From an optimization exercise on the open Yosys and OpenROAD flow, aimed at small area; shortcuts taken in it are not production practice. In this exercise RTL edits were held to simulation tests only and were not proved equivalent to the original. Power is estimated from default activity; no workload was simulated.

## run A
## mips_rtype_datapath
module mips_rtype_datapath
(
  input  logic        clk,
  input  logic        rst_n,
  input  logic [31:0] instruction,
  output logic [31:0] result
);
Size in the first run: ~4,100 cells after synthesis, ~43,000 sq um of cells after synthesis.
export LEC_CHECK = 0
export CAP_MARGIN = 10
export CORE_MARGIN = 2
export CORE_UTILIZATION = 55
export SETUP_SLACK_MARGIN = 0.3
export SLEW_MARGIN = 10
export SYNTH_HIERARCHICAL = 1
create_clock -name core_clock -period 12.0 [get_ports {clk}]
standard.sh (not shown) runs the stock make flow with config.mk's settings and CLKGATE_MAP_FILE= SYNTH_SCRIPT=/design/flow/synth_recipe.tcl, a recipe that flattens the netlist after the stock synthesis.
==> flow/flow/run.sh <==
#!/bin/bash
# Standard ORFS flow with area steps:
#  - after the standard synthesis every combinational cell is swapped to the smallest cell of
#    its family (downsize.tcl; timing repair upsizes where needed);
#  - after placement, weak cells whose estimated load is above 50% of their limit are upsized
#    again (fixweak.tcl), since the extracted load ends up higher than the estimate;
#  - ports get buf_1 buffers, and the clock tree uses clkbuf_8 clusters of at most 16 sinks
#    and no dummy loads.
# Each step writes its full output to its own log file here.
set -euo pipefail
W=$(pwd)
R=$W/orfs/results/sky130hd/mips_rtype_datapath/base
PD=$FLOW_HOME/platforms/$FLOW_PLATFORM
BUF="BUFFER_PORTS_ARGS=-buffer_cell sky130_fd_sc_hd__buf_1"
CTS="-sink_clustering_enable -repair_clock_nets -dont_use_dummy_load -buf_list sky130_fd_sc_hd__clkbuf_8"
CTS="$CTS -sink_clustering_size 16 -sink_clustering_max_diameter 60"
bash standard.sh synth > synth.log 2>&1
RESULTS_DIR=$R openroad -no_init -exit flow/downsize.tcl > downsize.log 2>&1
bash standard.sh "$BUF" "CTS_ARGS=$CTS" place > place.log 2>&1
RESULTS_DIR=$R PLATFORM_DIR=$PD openroad -no_init -exit flow/fixweak.tcl > fixweak.log 2>&1
bash standard.sh "$BUF" "CTS_ARGS=$CTS" finish > finish.log 2>&1
==> flow/flow/fixweak.tcl <==
# After placement: a cell whose output load (placement estimate) is above FRAC of its max
# capacitance is swapped to the smallest larger cell of its family that keeps the load below
# FRAC of the new limit. Aimed at the weak stacked cells (nor4_1 and the like), whose loads
# grow by about a quarter from the placement estimate to the extracted layout.
set res $::env(RESULTS_DIR)
set P $::env(PLATFORM_DIR)
set FRAC 0.5
read_liberty $P/lib/sky130_fd_sc_hd__tt_025C_1v80.lib
read_db $res/3_place.odb
read_sdc $res/3_place.sdc
source $P/setRC.tcl
estimate_parasitics -placement
# output max_capacitance (pF) of the library's weak combinational cells; others are >= 0.07
array set maxcap {
  a2111oi_0 0.021067 o311ai_0 0.029307 a2111oi_1 0.031138 nor4b_1 0.033884 o41ai_1 0.033884
  nor4_1 0.036631 nor4bb_1 0.036631 a311oi_1 0.043955 o311ai_1 0.045786 o32ai_1 0.046702
  a211oi_1 0.047617 o31ai_1 0.047617 a21boi_0 0.048533 nor3b_1 0.049448 o21ai_0 0.050364
  nor3_1 0.052195 a221oi_1 0.054942 a2111oi_2 0.056773 nor4bb_2 0.060435 o41ai_2 0.062266
  nor4_2 0.064097 nor4b_2 0.065012 a222oi_1 0.065928 a31oi_1 0.065928 a41oi_1 0.065928
  mux2i_1 0.068675 a2bb2oi_1 0.06959 xnor2_1 0.06959
}
proc limit {short} {
  if {[info exists ::maxcap($short)]} { return $::maxcap($short) }
  return 0.07
}
set db [ord::get_db]
array set fam {}
foreach lib [$db getLibs] {
  foreach m [$lib getMasters] {
    if {[regexp {^sky130_fd_sc_hd__([a-z0-9]+)_([0-9]+)$} [$m getName] -> base drv]} {
      lappend fam($base) $m
    }
  }
}
set n_up 0
foreach inst [[$db getChip] getBlock] {}
foreach inst [[[$db getChip] getBlock] getInsts] {
  set m [$inst getMaster]
  if {![regexp {^sky130_fd_sc_hd__(([a-z0-9]+)_[0-9]+)$} [$m getName] -> short base]} { continue }
  if {![info exists maxcap($short)]} { continue }
  set net ""
  foreach it [$inst getITerms] { if {[$it isOutputSignal] && [$it getNet] ne "NULL"} { set net [$it getNet] } }
  if {$net eq ""} { continue }
  set cap [expr {[[get_nets [$net getName]] capacitance [sta::cmd_scene] max] * 1e12}]
  if {$cap <= $FRAC * [limit $short]} { continue }
  set a0 [expr {[$m getWidth] * [$m getHeight]}]
  set best ""
  set best_a 1e30
  foreach c $fam($base) {
    regexp {^sky130_fd_sc_hd__(.*)$} [$c getName] -> cs
    set ca [expr {[$c getWidth] * [$c getHeight]}]
    if {$ca > $a0 && $ca < $best_a && $cap <= $FRAC * [limit $cs]} {
      set best $c
      set best_a $ca
    }
  }
  if {$best ne ""} {
    puts "fixweak: [$inst getName] $short -> [$best getName] (load [format %.4f $cap] pF)"
    $inst swapMaster $best
    incr n_up
  }
}
puts "fixweak: upsized $n_up instances"
detailed_placement
check_placement
write_db $res/3_place.odb
Other scripts of this flow, unchanged in this note and not shown: flow/flow/downsize.tcl
Changes in run B relative to run A:
# run A
export LEC_CHECK = 0
export CAP_MARGIN = 10
export CORE_MARGIN = 2
export CORE_UTILIZATION = 55
export SETUP_SLACK_MARGIN = 0.3
export SLEW_MARGIN = 10
export SYNTH_HIERARCHICAL = 1
create_clock -name core_clock -period 12.0 [get_ports {clk}]
# run B
export LEC_CHECK = 0
export CAP_MARGIN = 20
export CORE_MARGIN = 2
export CORE_UTILIZATION = 55
export SETUP_SLACK_MARGIN = 0.3
export SLEW_MARGIN = 20
export SYNTH_HIERARCHICAL = 1
create_clock -name core_clock -period 12.0 [get_ports {clk}]
diff --git a/flow/flow/run.sh b/flow/flow/run.sh
--- a/flow/flow/run.sh
+++ b/flow/flow/run.sh
@@ -3,5 +3,5 @@
 #  - after the standard synthesis every combinational cell is swapped to the smallest cell of
 #    its family (downsize.tcl; timing repair upsizes where needed);
-#  - after placement, weak cells whose estimated load is above 50% of their limit are upsized
+#  - after placement, weak cells whose estimated load is above 55% of their limit are upsized
 #    again (fixweak.tcl), since the extracted load ends up higher than the estimate;
 #  - ports get buf_1 buffers, and the clock tree uses clkbuf_8 clusters of at most 16 sinks
diff --git a/flow/flow/fixweak.tcl b/flow/flow/fixweak.tcl
--- a/flow/flow/fixweak.tcl
+++ b/flow/flow/fixweak.tcl
@@ -5,5 +5,5 @@
 set res $::env(RESULTS_DIR)
 set P $::env(PLATFORM_DIR)
-set FRAC 0.5
+set FRAC 0.55
 read_liberty $P/lib/sky130_fd_sc_hd__tt_025C_1v80.lib
 read_db $res/3_place.odb
## What came out
The flow did not stop early for run B: all stages ran, and the layout cleared the timing, design-rule and antenna checks.
Per the comparison of run B with run A, clock group share of total power held; cell count held.
Changes observed in run B relative to run A: fill cell total of the finished layout -30, setup slack -46 ps, met1 track utilization from global routing +0.65 points, number of tap instances ~0 delta.
Sequential share of layout area essentially unchanged between run A and run B.

==> port drivers added, routing unchanged <==
How much do the figures lean on ideal ports? The routed layouts below were timed once more, with nothing changed but the port constraints.
Step 1: set_driving_cell puts a clkbuf_16 on clk and a buf_2 on each other input, an assumption about the parent block.
Step 2 adds t to the input delays and takes it off the output delays; t is the mean of the earliest and latest rising clock arrival at the registers after step 1. Input paths then give back, and output paths get back, about the clock's delay inside the block.
Slacks: ideal ports / drivers / drivers and shift; pairs: ideal ports / drivers.
run | t, ns | setup slack, ns | worst setup path at the end | worst slew at a driven data input, ns
run A | 0.812 | 0.319 / 0.273 / 0.273 | input to output | 0.15
run B | 0.802 | 0.273 / 0.145 / 0.145 | input to output | 0.14
After both steps every run listed still meets setup and hold. The setup slack of run B, which loses most, moves by -0.128 ns with the drivers and by -0.128 ns with both steps.
